From an optimization exercise on the open Yosys and OpenROAD flow, aimed at small area; shortcuts taken in it are not production practice. In this exercise RTL edits were held to simulation tests only and were not proved equivalent to the original. Power figures rest on the tool's default switching activity, not on a simulated workload.

Design coreFrontEnd, start of the top module:
module coreFrontEnd (
  input  logic                                                        clk,
  input  logic                                                        rstN,
  input  logic                                                        stall,
  input  logic                    [coreFrontEndPkg::SET_PORT_NUM-1:0] setEn,
  input  coreFrontEndPkg::xlenT   [coreFrontEndPkg::SET_PORT_NUM-1:0] setPc,
  input  coreFrontEndPkg::pcStepT                                     nxtPcStep,
  output coreFrontEndPkg::xlenT                                       pc,
  output coreFrontEndPkg::xlenT                                       nxtPc,
  input  logic                                                        wrVld,
  input  coreFrontEndPkg::regIdxT                                     wrRd,
  input  coreFrontEndPkg::xlenT                                       wrDat,
  input  logic                    [coreFrontEndPkg::FWD_PORT_NUM-1:0] fwdVld,
  input  coreFrontEndPkg::regIdxT [coreFrontEndPkg::FWD_PORT_NUM-1:0] fwdRd,
  input  coreFrontEndPkg::xlenT   [coreFrontEndPkg::FWD_PORT_NUM-1:0] fwdDat,
  input  coreFrontEndPkg::regIdxT [coreFrontEndPkg::RD_PORT_NUM-1:0]  rs,
  output coreFrontEndPkg::xlenT   [coreFrontEndPkg::RD_PORT_NUM-1:0]  rsDat,
  output logic                    [coreFrontEndPkg::RD_PORT_NUM-1:0]  datHazard
);
==> flow/config.mk <==
export PLATFORM = sky130hd
export DESIGN_NAME = coreFrontEnd
export DESIGN_NICKNAME = coreFrontEnd
export VERILOG_FILES = /design/flow/design.v
export SDC_FILE = /design/flow/constraint.sdc
export NUM_CORES = 4
export LEC_CHECK = 0
export CAP_MARGIN = 20
export CORE_MARGIN = 2
export CORE_UTILIZATION = 60
export SLEW_MARGIN = 20
export SYNTH_HIERARCHICAL = 1
export SYNTH_MINIMUM_KEEP_SIZE = 0
==> flow/constraint.sdc <==
create_clock -name core_clock -period 7.5 [get_ports {clk}]
set_input_delay 1.5000 -clock core_clock [delete_from_list [all_inputs] [get_ports {clk}]]
set_output_delay 1.5000 -clock core_clock [all_outputs]
set_load 0.01 [all_outputs]
standard.sh (not shown) runs the stock make flow with config.mk's settings and CLKGATE_MAP_FILE= SYNTH_SCRIPT=/design/flow/synth_recipe.tcl, a recipe that flattens the netlist after the stock synthesis.
==> flow/flow/run.sh <==
#!/bin/bash
# Standard layout, with plain buf_1 cells as the port buffers, a clock tree
# of clkbuf_8 cells without dummy balancing loads, and power recovery
# (downsizing of gates off the critical paths) after global routing.
set -euo pipefail
export BUFFER_PORTS_ARGS="-buffer_cell sky130_fd_sc_hd__buf_1"
export CTS_ARGS="-sink_clustering_enable -repair_clock_nets -dont_use_dummy_load -sink_clustering_size 20 -sink_clustering_max_diameter 50 -buf_list sky130_fd_sc_hd__clkbuf_8"
export RECOVER_POWER=100
bash standard.sh finish > standard_make.log 2>&1
The baseline finished with max-capacitance violations, max-slew violations left.
Edit:
==> flow/flow/run.sh (replaced) <==
#!/bin/bash
# Standard layout, with plain buf_1 cells as the port buffers and a clock
# tree of clkbuf_8 cells without dummy balancing loads.
set -euo pipefail
export BUFFER_PORTS_ARGS="-buffer_cell sky130_fd_sc_hd__buf_1"
export CTS_ARGS="-sink_clustering_enable -repair_clock_nets -dont_use_dummy_load -sink_clustering_size 20 -sink_clustering_max_diameter 50 -buf_list sky130_fd_sc_hd__clkbuf_8"
bash standard.sh finish > standard_make.log 2>&1
--- a/flow/config.mk
+++ b/flow/config.mk
@@ -9,3 +9,3 @@
 export CORE_MARGIN = 2
-export CORE_UTILIZATION = 60
+export CORE_UTILIZATION = 50
 export SLEW_MARGIN = 20
Now the flow completed with no timing, DRC or antenna violations.
Global-route usage shrinks by 4.5 points.
Power increases by 2.1%.
Sequential power stays flat.
Final area increases by 1.6%.
Area after synthesis does not change.
Edit:
--- a/flow/config.mk
+++ b/flow/config.mk
@@ -9,3 +9,3 @@
 export CORE_MARGIN = 2
-export CORE_UTILIZATION = 50
+export CORE_UTILIZATION = 60
 export SLEW_MARGIN = 20
Outcome:
- power came out lower by 2.0%
- sequential share of layout area came out higher by 0.73 points
- non-clock buffer count came out lower by 10
- clock skew came out lower by 0.016 ns
- synthesized area is unchanged
- die area came out lower by 16%
- via count came out lower by 0.35%
- worst hold slack got worse by 0.0070 ns
- synthesized cell count stays the same
- register-to-register slack improved by 0.10 ns

afterwards: timing with drivers on the ports:
How much do the figures lean on ideal ports? The routed layouts below were timed once more, with nothing changed but the port constraints. Step 1 (the two cells are an assumption about what drives the block):
set clk [get_ports {clk}]
set_driving_cell -lib_cell sky130_fd_sc_hd__clkbuf_16 $clk
set_driving_cell -lib_cell sky130_fd_sc_hd__buf_2 [delete_from_list [all_inputs] $clk]
Step 2 moves the port delays by t, midway between the first and last clock arrival at a register: inputs arrive t later, outputs are due t later. That takes back most of the time a late clock gives input paths. a / b / c = ideal / step 1 / step 2; a / b = the first two.
run | t, ns | slack for setup (ns) | hold WS [ns] | pins driven straight from the clock port
the first run | 0.775 | 0.496 / 0.471 / 0.471 | 0.478 / 0.478 / 0.478 | 1
the second run | 0.787 | 0.553 / 0.527 / 0.527 | 0.483 / 0.483 / 0.483 | 1
the third run | 0.775 | 0.565 / 0.539 / 0.539 | 0.476 / 0.476 / 0.476 | 1
